Context: an optimization exercise on an open-source flow, tuned for small area and a short achievable clock period. The choices shown serve that exercise and are no tape-out recipe. RTL that was checked went through simulation tests only; none was proved equivalent to the original. Power and IR drop assume default switching activity.

// ex_stage
module ex_stage (
    input  logic        clk,
    input  logic        rst_n,
    input  logic        flush,
    input  logic        in_valid,
    input  logic [6:0]  in_opcode,
    input  logic [4:0]  in_rd,
    input  logic [2:0]  in_funct3,
    input  logic [6:0]  in_funct7,
    input  logic [31:0] in_imm,
    input  logic [31:0] in_pc,
    input  logic [31:0] in_rs1_val,
    input  logic [31:0] in_rs2_val,
    output logic        out_valid,
    output logic [4:0]  out_rd,
    output logic        out_rd_we,
    output logic [31:0] out_rd_val,
    output logic [31:0] out_pc,
    output logic        out_jump,
    output logic [31:0] out_jump_pc,
    output logic        out_illegal
);
    ex_top i_ex_top (
        .clk         (clk),
        .rst_n       (rst_n),
        .flush       (flush),
        .in_valid    (in_valid),
        .in_opcode   (in_opcode),
        .in_rd       (in_rd),
        .in_funct3   (in_funct3),
        .in_funct7   (in_funct7),
        .in_imm      (in_imm),
        .in_pc       (in_pc),
        .in_rs1_val  (in_rs1_val),
        .in_rs2_val  (in_rs2_val),
        .out_valid   (out_valid),
        .out_rd      (out_rd),
        .out_rd_we   (out_rd_we),
        .out_rd_val  (out_rd_val),
        .out_pc      (out_pc),
        .out_jump    (out_jump),
        .out_jump_pc (out_jump_pc),
        .out_illegal (out_illegal)
    );
endmodule
clock: 5.0 ns
lec_check: 0
cap_margin: 20
core_margin: 2
core_utilization: 40
slew_margin: 20
run.sh (not shown) runs the stock make flow with config.mk's settings and CLKGATE_MAP_FILE= SYNTH_SCRIPT=/design/flow/synth_recipe.tcl, a recipe that flattens the netlist after the stock synthesis.
The first run completed with no timing, DRC or antenna violations.
Then changed:
==> flow/flow/run.sh (new file) <==
#!/bin/bash
# Standard synthesis and layout; the only change is that the port buffers
# are plain buf_1 cells instead of the resizer's default pick.
set -euo pipefail
bash standard.sh synth > synth.log 2>&1
BUFFER_PORTS_ARGS="-buffer_cell sky130_fd_sc_hd__buf_1" bash standard.sh finish > layout.log 2>&1
==> flow/standard.sh (new file) <==
#!/bin/bash
# synth_recipe.tcl (not shown) runs the flow's synth.tcl, then flattens the netlist and writes it again
# the make line also repeats each setting of config.mk as NAME=value (left out here)
make -C /OpenROAD-flow-scripts/flow DESIGN_CONFIG=/design/flow/config.mk WORK_HOME=/design/flow/orfs CLKGATE_MAP_FILE= SYNTH_SCRIPT=/design/flow/synth_recipe.tcl "${@:-finish}"
Settings changed: ABC_AREA set to 1, SETUP_SLACK_MARGIN set to 2.0.
removed: flow/run.sh
Effect:
- worst setup slack improves by 1.3 ns
- power decreases by 2.0%
- first-iteration DRC count came out higher by 20%
- die area is higher by 3.2%
- design area fell by 6.0%
- routed wire length came out higher by 10%
- synthesized area climbs by 3.2%
- synthesized cell count increases by 35%
- register-to-register slack is better by 1.3 ns
- maximum frequency is higher by 47%
- clock skew grows by 0.0045 ns
Then changed:
==> flow/run.sh (new file) <==
#!/bin/bash
# synth_recipe.tcl (not shown) runs the flow's synth.tcl, then flattens the netlist and writes it again
# the make line also repeats each setting of config.mk as NAME=value (left out here)
make -C /OpenROAD-flow-scripts/flow DESIGN_CONFIG=/design/flow/config.mk WORK_HOME=/design/flow/orfs CLKGATE_MAP_FILE= SYNTH_SCRIPT=/design/flow/synth_recipe.tcl finish
Settings changed: ABC_AREA 1 to not set.
removed: flow/flow/run.sh
removed: flow/standard.sh
=>
- The changed run finished with timing, DRC and antenna clean
- count of clock-buffer cells in the layout climbs by 4
- die area drops by a few percent
- register-to-register slack degrades by 0.18 ns
- sequential power is about the same
- power climbs by a few percent
- cell area climbs by roughly a tenth
- routed wire length drops by a little under a tenth
Then changed:
Settings changed: ABC_AREA set to 1.
Setup slack improved by 0.21 ns. Total power goes up by 2.5%. Synthesized area goes up by 3.2%.
No run of this note included a check of the RTL's function; only the layout flow was run.

---

v6:
ex_stage, a different RTL version from the one above (not shown whole).
Size in the first run: roughly 1800 cells after synthesis, about 220 flip-flops, about 12000 um2 of cells after synthesis.
export LEC_CHECK = 0
export CAP_MARGIN = 20
export CORE_MARGIN = 2
export CORE_UTILIZATION = 45
export SETUP_SLACK_MARGIN = 2.75
export SLEW_MARGIN = 20
create_clock -name core_clock -period 5.0 [get_ports {clk}]
standard.sh (not shown) runs the stock make flow with config.mk's settings and CLKGATE_MAP_FILE= SYNTH_SCRIPT=/design/flow/synth_recipe.tcl, a recipe that flattens the netlist after the stock synthesis.
==> flow/flow/run.sh <==
#!/bin/bash
# ORFS's synthesis as synth_recipe.tcl runs it (same registers), except that
# the full/half adder extraction is skipped and ABC maps with
# flow/abc.script; then the standard layout, with plain buf_1 cells as port
# buffers, clock tree clusters of up to 24 sinks under clkbuf_16 cells, and
# no gate cloning in timing repair.
set -euo pipefail
W=$PWD
{
  cat <<EOT
proc extract_fa {args} {}
proc abc {args} {
  set i [lsearch -exact \$args -script]
  lset args [expr {\$i + 1}] $W/flow/abc.script
  yosys abc {*}\$args
}
EOT
  cat synth_recipe.tcl
} > synth_custom.tcl
bash standard.sh SYNTH_SCRIPT=$W/synth_custom.tcl synth > synth.log 2>&1
SKIP_GATE_CLONING=1 CTS_ARGS="-sink_clustering_enable -repair_clock_nets -buf_list sky130_fd_sc_hd__clkbuf_16 -sink_clustering_size 24 -sink_clustering_max_diameter 120 -dont_use_dummy_load" BUFFER_PORTS_ARGS="-buffer_cell sky130_fd_sc_hd__buf_1" bash standard.sh finish > layout.log 2>&1
==> flow/flow/abc.script <==
strash
dch
map -B 0.9
topo
stime -c
buffer -c
upsize -c
dnsize -c
What v7 does differently from v6 at the input level:
# v6
export LEC_CHECK = 0
export CAP_MARGIN = 20
export CORE_MARGIN = 2
export CORE_UTILIZATION = 45
export SETUP_SLACK_MARGIN = 2.75
export SLEW_MARGIN = 20
create_clock -name core_clock -period 5.0 [get_ports {clk}]
# v7
export LEC_CHECK = 0
export CAP_MARGIN = 20
export CORE_MARGIN = 2
export CORE_UTILIZATION = 45
export SETUP_SLACK_MARGIN = 2.8
export SLEW_MARGIN = 20
create_clock -name core_clock -period 5.0 [get_ports {clk}]
--- a/flow/flow/run.sh
+++ b/flow/flow/run.sh
@@ -5,3 +5,3 @@
 # buffers, clock tree clusters of up to 24 sinks under clkbuf_16 cells, and
-# no gate cloning in timing repair.
+# no gate cloning or last-gasp pass in timing repair.
 set -euo pipefail
@@ -20,2 +20,2 @@
 bash standard.sh SYNTH_SCRIPT=$W/synth_custom.tcl synth > synth.log 2>&1
-SKIP_GATE_CLONING=1 CTS_ARGS="-sink_clustering_enable -repair_clock_nets -buf_list sky130_fd_sc_hd__clkbuf_16 -sink_clustering_size 24 -sink_clustering_max_diameter 120 -dont_use_dummy_load" BUFFER_PORTS_ARGS="-buffer_cell sky130_fd_sc_hd__buf_1" bash standard.sh finish > layout.log 2>&1
+SKIP_GATE_CLONING=1 SKIP_LAST_GASP=1 CTS_ARGS="-sink_clustering_enable -repair_clock_nets -buf_list sky130_fd_sc_hd__clkbuf_16 -sink_clustering_size 24 -sink_clustering_max_diameter 120 -dont_use_dummy_load" BUFFER_PORTS_ARGS="-buffer_cell sky130_fd_sc_hd__buf_1" bash standard.sh finish > layout.log 2>&1
--- outcome ---
Path length in cells of the critical path in v7 vs v6: up 6
Of the two values seen for launch point of the worst path, in_opcode[2] was produced by v7 and in_funct3[1] by v6.
Reported for v6 and v7, synthesized-area fraction occupied by ao, oa, aoi and oai cells turned out identical to the last digit.
Final net count: v6 vs v7 — no meaningful difference

---

run A:
ex_stage again, from the RTL that the note above started with.
Settings: LEC_CHECK=0, CAP_MARGIN=20, CORE_MARGIN=2, CORE_UTILIZATION=45, SETUP_SLACK_MARGIN=2.8, SLEW_MARGIN=20; clock period 5.0 ns.
==> flow/flow/run.sh <==
#!/bin/bash
# ORFS's synthesis as synth_recipe.tcl runs it, except that the full/half
# adder extraction is skipped and ABC maps with flow/abc.script; then the
# standard layout with plain buf_1 cells as port buffers.
set -euo pipefail
W=$PWD
{
  cat <<EOT
proc extract_fa {args} {}
proc abc {args} {
  set i [lsearch -exact \$args -script]
  lset args [expr {\$i + 1}] $W/flow/abc.script
  yosys abc {*}\$args
}
EOT
  cat synth_recipe.tcl
} > synth_custom.tcl
bash standard.sh SYNTH_SCRIPT=$W/synth_custom.tcl synth > synth.log 2>&1
CTS_ARGS="-sink_clustering_enable -repair_clock_nets -buf_list sky130_fd_sc_hd__clkbuf_16 -sink_clustering_size 24 -sink_clustering_max_diameter 120 -dont_use_dummy_load" BUFFER_PORTS_ARGS="-buffer_cell sky130_fd_sc_hd__buf_1" bash standard.sh finish > layout.log 2>&1
==> flow/flow/abc.script <==
strash; dch; map -B 0.9; topo; stime -c; upsize -c; dnsize -c
The final layout from run A, which completed every stage, passed the timing, DRC and antenna checks at the end of the flow.
Relative to run A, the following input files were edited for run B:
==> flow/flow/abc.script <==
strash
dch
map -B 0.9
topo
stime -c
buffer -c
upsize -c
dnsize -c
Notes after the runs:
| layout inverter count without the clock tree | run B vs run A | 2 higher |
Re count of state elements after synthesis: no difference whatsoever between run B and run A.
Minimum period implied by the final worst setup slack across run B and run A: no real change.
Comparing the two runs side by side, run B comes out behind run A on core area.
Going from run A to run B, detailed-route wire length on metal 1 went up 4.4%, sequential share of layout area held.
Run B: no failed stages, no open violations at the end
Setup changes, run B to run C
- CORE_UTILIZATION now 55, was 45
--- a/flow/flow/run.sh
+++ b/flow/flow/run.sh
@@ -1,5 +1,6 @@
 #!/bin/bash
-# ORFS's synthesis as synth_recipe.tcl runs it, except that the full/half
-# adder extraction is skipped and ABC maps with flow/abc.script; then the
-# standard layout with plain buf_1 cells as port buffers.
+# ORFS's synthesis as synth_recipe.tcl runs it (same registers), except that
+# the full/half adder extraction is skipped and ABC maps with
+# flow/abc.script; then the standard layout, with plain buf_1 cells as port
+# buffers and clock tree clusters of up to 24 sinks under clkbuf_16 cells.
 set -euo pipefail
Results
Run C vs. run B: non-clock buffer count now sits higher, core utilization now sits higher, sequential share of power now sits at about the same level, well tap count now sits lower, via count now sits higher. Run C against run B; wire length per cell is down slightly. The wire length of run C is lower than that of run B. Run C: no failed stages, no open violations at the end. Compared with run B, in run C worst hold slack after final layout now larger, shortest clock period the worst path allows after layout shows a reduction of 0.0098 ns.
> inputs changed (run C -> run D)
- a change of CORE_UTILIZATION from 55 to 45
==> flow/flow/run.sh <==
#!/bin/bash
# ORFS's synthesis as synth_recipe.tcl runs it (same registers), except that
# the full/half adder extraction is skipped and ABC maps with
# flow/abc.script; then the standard layout, with plain buf_1 cells as port
# buffers and clock tree clusters of up to 16 sinks under clkbuf_8 cells.
set -euo pipefail
W=$PWD
{
  cat <<EOT
proc extract_fa {args} {}
proc abc {args} {
  set i [lsearch -exact \$args -script]
  lset args [expr {\$i + 1}] $W/flow/abc.script
  yosys abc {*}\$args
}
EOT
  cat synth_recipe.tcl
} > synth_custom.tcl
bash standard.sh SYNTH_SCRIPT=$W/synth_custom.tcl synth > synth.log 2>&1
CTS_ARGS="-sink_clustering_enable -repair_clock_nets -buf_list sky130_fd_sc_hd__clkbuf_8 -sink_clustering_size 16 -sink_clustering_max_diameter 80 -dont_use_dummy_load" BUFFER_PORTS_ARGS="-buffer_cell sky130_fd_sc_hd__buf_1" bash standard.sh finish > layout.log 2>&1
## What came out
- Having completed the whole flow, run D delivered a layout that passed the timing, DRC and antenna checks.
- Run D has less setup slack than run C.
- On run D: number of non-clock buffers is 13 lower than what run C gave.
- Row count came out higher on run D than on run C.
- NOTE design area run C->run D decreased slightly
- Share of cells above drive strength 1 in run D is 1.2 points below run C.
- Global-route wire length before repair was lower in run C than in run D.
- Per the comparison of run D with run C, internal portion of total power dropped about 4.6%, final cell count climbed 53.
Edits applied to the flow inputs when going from run D to run E:
- SETUP_SLACK_MARGIN changed from 2.8 to 2.65
==> flow/flow/run.sh <==
#!/bin/bash
# ORFS's synthesis as synth_recipe.tcl runs it, except that the full/half
# adder extraction is skipped and ABC maps with flow/abc.script; then the
# standard layout with plain buf_1 cells as port buffers.
set -euo pipefail
W=$PWD
{
  cat <<EOT
proc extract_fa {args} {}
proc abc {args} {
  set i [lsearch -exact \$args -script]
  lset args [expr {\$i + 1}] $W/flow/abc.script
  yosys abc {*}\$args
}
EOT
  cat synth_recipe.tcl
} > synth_custom.tcl
bash standard.sh SYNTH_SCRIPT=$W/synth_custom.tcl synth > synth.log 2>&1
CTS_ARGS="-sink_clustering_enable -repair_clock_nets -buf_list sky130_fd_sc_hd__clkbuf_16 -sink_clustering_size 24 -sink_clustering_max_diameter 120 -dont_use_dummy_load" BUFFER_PORTS_ARGS="-buffer_cell sky130_fd_sc_hd__buf_1" bash standard.sh finish > layout.log 2>&1
Findings:
Run E completed end to end with timing, DRC and antenna clean.
Re leakage component of the power: run D and run E aren't equal, and the lower value belongs to run E.
Diff run D -> run E: critical path depth decreased by 1 relative to the old numbers; post-route clock period utilization higher.

---

== run 1 ==
ex_stage again, from the RTL that the note above started with.
==> flow/config.mk <==
export PLATFORM = sky130hd
export DESIGN_NAME = ex_stage
export DESIGN_NICKNAME = ex_stage
export VERILOG_FILES = /design/flow/design.v
export SDC_FILE = /design/flow/constraint.sdc
export NUM_CORES = 4
export LEC_CHECK = 0
export CAP_MARGIN = 20
export CORE_MARGIN = 2
export CORE_UTILIZATION = 45
export PLACE_DENSITY = 0.72
export SETUP_SLACK_MARGIN = 2.8
export SLEW_MARGIN = 20
==> flow/constraint.sdc <==
create_clock -name core_clock -period 5.0 [get_ports {clk}]
set_input_delay 1.0000 -clock core_clock [delete_from_list [all_inputs] [get_ports {clk}]]
set_output_delay 1.0000 -clock core_clock [all_outputs]
set_load 0.01 [all_outputs]
==> flow/flow/run.sh <==
#!/bin/bash
# ORFS's synthesis as synth_recipe.tcl runs it (same registers), except that
# the full/half adder extraction is skipped and ABC maps with
# flow/abc.script; then the standard layout, with plain buf_1 cells as port
# buffers and clock tree clusters of up to 24 sinks under clkbuf_16 cells.
set -euo pipefail
W=$PWD
{
  cat <<EOT
proc extract_fa {args} {}
proc abc {args} {
  set i [lsearch -exact \$args -script]
  lset args [expr {\$i + 1}] $W/flow/abc.script
  yosys abc {*}\$args
}
EOT
  cat synth_recipe.tcl
} > synth_custom.tcl
bash standard.sh SYNTH_SCRIPT=$W/synth_custom.tcl synth > synth.log 2>&1
CTS_ARGS="-sink_clustering_enable -repair_clock_nets -buf_list sky130_fd_sc_hd__clkbuf_16 -sink_clustering_size 24 -sink_clustering_max_diameter 120 -dont_use_dummy_load" BUFFER_PORTS_ARGS="-buffer_cell sky130_fd_sc_hd__buf_1" bash standard.sh finish > layout.log 2>&1
==> flow/flow/abc.script <==
strash
dch
map -B 0.9
topo
stime -c
buffer -c
upsize -c
dnsize -c
The following lists how run 2 was set up differently from run 1:
Settings: SETUP_SLACK_MARGIN: 2.8 -> 2.85; PLACE_DENSITY: 0.72 -> unset.
diff --git a/flow/flow/run.sh b/flow/flow/run.sh
--- a/flow/flow/run.sh
+++ b/flow/flow/run.sh
@@ -5 +5,2 @@
-# buffers and clock tree clusters of up to 24 sinks under clkbuf_16 cells.
+# buffers, clock tree clusters of up to 24 sinks under clkbuf_16 cells, and
+# no gate cloning in timing repair.
@@ -20 +21 @@
-CTS_ARGS="-sink_clustering_enable -repair_clock_nets -buf_list sky130_fd_sc_hd__clkbuf_16 -sink_clustering_size 24 -sink_clustering_max_diameter 120 -dont_use_dummy_load" BUFFER_PORTS_ARGS="-buffer_cell sky130_fd_sc_hd__buf_1" bash standard.sh finish > layout.log 2>&1
+SKIP_GATE_CLONING=1 CTS_ARGS="-sink_clustering_enable -repair_clock_nets -buf_list sky130_fd_sc_hd__clkbuf_16 -sink_clustering_size 24 -sink_clustering_max_diameter 120 -dont_use_dummy_load" BUFFER_PORTS_ARGS="-buffer_cell sky130_fd_sc_hd__buf_1" bash standard.sh finish > layout.log 2>&1
[summary]
- Summary: with run 1 as the reference, multi-input gate count in run 2 moved down slightly.
- Cmp run 2 and run 1 / net switching share of the total power / higher: run 1
- In terms of number of cells in the finished layout apart from fillers, run 2 and run 1 differ only marginally.
- Changes observed in run 2 relative to run 1: mean routed wirelength per cell shows an increase of 0.64%, post-place instance area shows no meaningful change.
- As far as global routing usage summed across all routing layers is concerned, run 2 and run 1 perform about the same.
- Of run 2 and run 1, it is run 2 that has the higher total wire length after detailed routing.
- Run 2: global-route wire length before repair is about 0.6% lower than what run 1 reported.
- Summary of the comparison: post-route core utilization is higher in run 2, relative to run 1.
- Run 1 -> run 2: number of failing hold endpoints at the final stage delta 0, exact match
- On area enclosed by the die boundary, run 2 tracks run 1 almost exactly.
Changes in run 3 relative to run 2:
Settings: CORE_UTILIZATION changed from 45 to 40; SETUP_SLACK_MARGIN changed from 2.85 to 2.8.
--- outcome ---
Run 3: done, clean on timing, DRC and antenna. Diff run 2 -> run 3 | logic depth of the worst setup path including buffers | decrease of 6. Between run 3 and run 2, the sequential power figures differ only marginally. The register-to-register setup slack number comes out lower for run 3 vs run 2. Across both runs, fraction of final layout cells sized beyond drive strength 1 was lower for run 3 than for run 2. Final cell count: run 3 vs run 2 up 1.5%. The end of the critical path comes out i_ex_top.i_issue.iss_a[3] in one run and i_ex_top.i_issue.iss_a[26] in the other, namely in run 3 and run 2 respectively.
Here is what was changed in the inputs of run 4 compared with run 3.
Settings: setting TNS_END_PERCENT to 20 for the first time; changing CORE_UTILIZATION from 40 to 45.
diff --git a/flow/flow/run.sh b/flow/flow/run.sh
--- a/flow/flow/run.sh
+++ b/flow/flow/run.sh
@@ -5,2 +5 @@
-# buffers, clock tree clusters of up to 24 sinks under clkbuf_16 cells, and
-# no gate cloning in timing repair.
+# buffers and clock tree clusters of up to 24 sinks under clkbuf_16 cells.
@@ -21 +20 @@
-SKIP_GATE_CLONING=1 CTS_ARGS="-sink_clustering_enable -repair_clock_nets -buf_list sky130_fd_sc_hd__clkbuf_16 -sink_clustering_size 24 -sink_clustering_max_diameter 120 -dont_use_dummy_load" BUFFER_PORTS_ARGS="-buffer_cell sky130_fd_sc_hd__buf_1" bash standard.sh finish > layout.log 2>&1
+CTS_ARGS="-sink_clustering_enable -repair_clock_nets -buf_list sky130_fd_sc_hd__clkbuf_16 -sink_clustering_size 24 -sink_clustering_max_diameter 120 -dont_use_dummy_load" BUFFER_PORTS_ARGS="-buffer_cell sky130_fd_sc_hd__buf_1" bash standard.sh finish > layout.log 2>&1
Results
- Going from run 3 to run 4, worst setup skew after layout grows by 0.0095 ns.
- From run 3 to run 4 the numbers moved as follows: total number of vias went up 61, switching part of the total power has remained practically unchanged, design area went up by 0.73%.
- From run 3 to run 4, synthesized area did not move at all.
- Status: multi-input combinational cell count parity (run 4, run 3)
- On clock-cell share of area, run 3 tracks run 4 almost exactly.
- Run 4: post-detailed-route via-to-cell ratio 1.9% above run 3
- Area taken by flip-flops and latches: run 3 vs run 4 — no meaningful difference
Input changes introduced in run 5 (baseline for comparison: run 4):
Settings: removing TNS_END_PERCENT (formerly 20).
diff --git a/flow/flow/run.sh b/flow/flow/run.sh
--- a/flow/flow/run.sh
+++ b/flow/flow/run.sh
@@ -5 +5,2 @@
-# buffers and clock tree clusters of up to 24 sinks under clkbuf_16 cells.
+# buffers, clock tree clusters of up to 24 sinks under clkbuf_16 cells, and
+# no gate cloning in timing repair.
@@ -20 +21 @@
-CTS_ARGS="-sink_clustering_enable -repair_clock_nets -buf_list sky130_fd_sc_hd__clkbuf_16 -sink_clustering_size 24 -sink_clustering_max_diameter 120 -dont_use_dummy_load" BUFFER_PORTS_ARGS="-buffer_cell sky130_fd_sc_hd__buf_1" bash standard.sh finish > layout.log 2>&1
+SKIP_GATE_CLONING=1 CTS_ARGS="-sink_clustering_enable -repair_clock_nets -buf_list sky130_fd_sc_hd__clkbuf_16 -sink_clustering_size 24 -sink_clustering_max_diameter 120 -dont_use_dummy_load" BUFFER_PORTS_ARGS="-buffer_cell sky130_fd_sc_hd__buf_1" bash standard.sh finish > layout.log 2>&1
Notes after the runs:
Comparing fraction of final layout cells with drive strength greater than 1 for run 5 and run 4, the smaller number came from run 5.
Delta (run 5 minus run 4): total number of vias now sits lower, diode insertion count for antenna repair decreased 1, first-pass GRT wire length lost 0.90%, worst setup margin up 0.14 ns.
Run 5 vs. run 4: non-clock inverter instance count of the final layout dropped about 3%; worst-margin pin slew dropped 0.097 ns.
The run showing the smaller fmax is run 4.
Taking run 4 as the reference, in run 5 total routed wirelength shrank by 2.1%; total track usage down 0.39 points.
For run 4, the launch point of the critical path was in_funct3[2], unlike run 5, where it was in_opcode[2].
Modified inputs, run 6 compared to run 5
diff --git a/flow/flow/run.sh b/flow/flow/run.sh
--- a/flow/flow/run.sh
+++ b/flow/flow/run.sh
@@ -6 +6 @@
-# no gate cloning in timing repair.
+# the buffers ABC inserted removed before placement.
@@ -21 +21 @@
-SKIP_GATE_CLONING=1 CTS_ARGS="-sink_clustering_enable -repair_clock_nets -buf_list sky130_fd_sc_hd__clkbuf_16 -sink_clustering_size 24 -sink_clustering_max_diameter 120 -dont_use_dummy_load" BUFFER_PORTS_ARGS="-buffer_cell sky130_fd_sc_hd__buf_1" bash standard.sh finish > layout.log 2>&1
+REMOVE_ABC_BUFFERS=1 CTS_ARGS="-sink_clustering_enable -repair_clock_nets -buf_list sky130_fd_sc_hd__clkbuf_16 -sink_clustering_size 24 -sink_clustering_max_diameter 120 -dont_use_dummy_load" BUFFER_PORTS_ARGS="-buffer_cell sky130_fd_sc_hd__buf_1" bash standard.sh finish > layout.log 2>&1
### Flow results
The routed length on met2 on run 6 is in line with that on run 5. Run 6 does worse than run 5 on overall power of the completed layout. In run 6 the non-clock buffer count in the final layout turned out about 2.3% higher than in run 5. On global-route track usage on met2, run 6 tracks run 5 almost exactly. Run 6 reports its termination of the worst setup path as i_ex_top.i_issue.iss_a[9] while run 5 reports i_ex_top.i_issue.iss_a[25]. Comparing run 5 with run 6, the depth of the CTS H-tree came out essentially unchanged. The higher cell count of run 6 and run 5 is in run 6. Changes observed in run 6 relative to run 5: power density of the placed cells fell about 1.6%; worst endpoint data arrival time picked up an extra 0.04 ns; final critical-path share of the clock period has increased.

## separate check: timing with driven ports
How much do the figures lean on ideal ports? The routed layouts below were timed once more, with nothing changed but the port constraints. Step 1 (the two cells are an assumption about what drives the block):
set clk [get_ports {clk}]
set_driving_cell -lib_cell sky130_fd_sc_hd__clkbuf_16 $clk
set_driving_cell -lib_cell sky130_fd_sc_hd__buf_2 [delete_from_list [all_inputs] $clk]
Step 2 adds t to the input delays and takes it off the output delays; t is the mean of the earliest and latest rising clock arrival at the registers after step 1. Input paths then give back, and output paths get back, about the clock's delay inside the block. Slacks: ideal ports / drivers / drivers and shift; pairs: ideal ports / drivers.
| run | t, ns | setup slack, ns | hold WS [ns] | worst data-port slew with drivers (ns) |
|---|---|---|---|---|
| the first run of note 1 | 0.574 | 0.822 / 0.822 / 0.822 | 0.332 / 0.332 / 0.332 | 0.05 |
| the second run of note 1 | 0.575 | 2.156 / 2.156 / 1.802 | 0.232 / 0.207 / 0.317 | 0.06 |
| the third run of note 1 | 0.574 | 1.973 / 1.973 / 1.568 | 0.326 / 0.326 / 0.326 | 0.05 |
| the fourth run of note 1 | 0.585 | 2.188 / 2.188 / 1.668 | 0.351 / 0.351 / 0.351 | 0.06 |
| v6 | 0.522 | 2.788 / 2.792 / 2.293 | 0.274 / 0.249 / 0.355 | 0.05 |
| v7 | 0.520 | 2.844 / 2.872 / 2.352 | 0.276 / 0.253 / 0.345 | 0.05 |
| run A | 0.521 | 2.815 / 2.840 / 2.324 | 0.292 / 0.269 / 0.355 | 0.05 |
| run B | 0.522 | 2.817 / 2.849 / 2.327 | 0.279 / 0.253 / 0.346 | 0.05 |
| run C | 0.523 | 2.827 / 2.843 / 2.320 | 0.293 / 0.265 / 0.355 | 0.07 |
| run D | 0.577 | 2.809 / 2.838 / 2.261 | 0.201 / 0.178 / 0.357 | 0.05 |
| run E | 0.528 | 2.712 / 2.739 / 2.211 | 0.269 / 0.246 / 0.355 | 0.04 |
| run 1 | 0.528 | 2.794 / 2.823 / 2.294 | 0.272 / 0.244 / 0.318 | 0.04 |
| run 2 | 0.518 | 2.837 / 2.839 / 2.321 | 0.294 / 0.270 / 0.354 | 0.06 |
| run 3 | 0.524 | 2.783 / 2.795 / 2.271 | 0.274 / 0.246 / 0.348 | 0.06 |
| run 4 | 0.527 | 2.700 / 2.730 / 2.203 | 0.265 / 0.240 / 0.355 | 0.05 |
| run 5 | 0.520 | 2.844 / 2.872 / 2.352 | 0.276 / 0.253 / 0.345 | 0.05 |
| run 6 | 0.528 | 2.782 / 2.794 / 2.266 | 0.271 / 0.251 / 0.354 | 0.05 |
After both steps every run listed still meets setup and hold. The setup slack of run D, which loses most, moves by +0.029 ns with the drivers and by -0.548 ns with both steps.
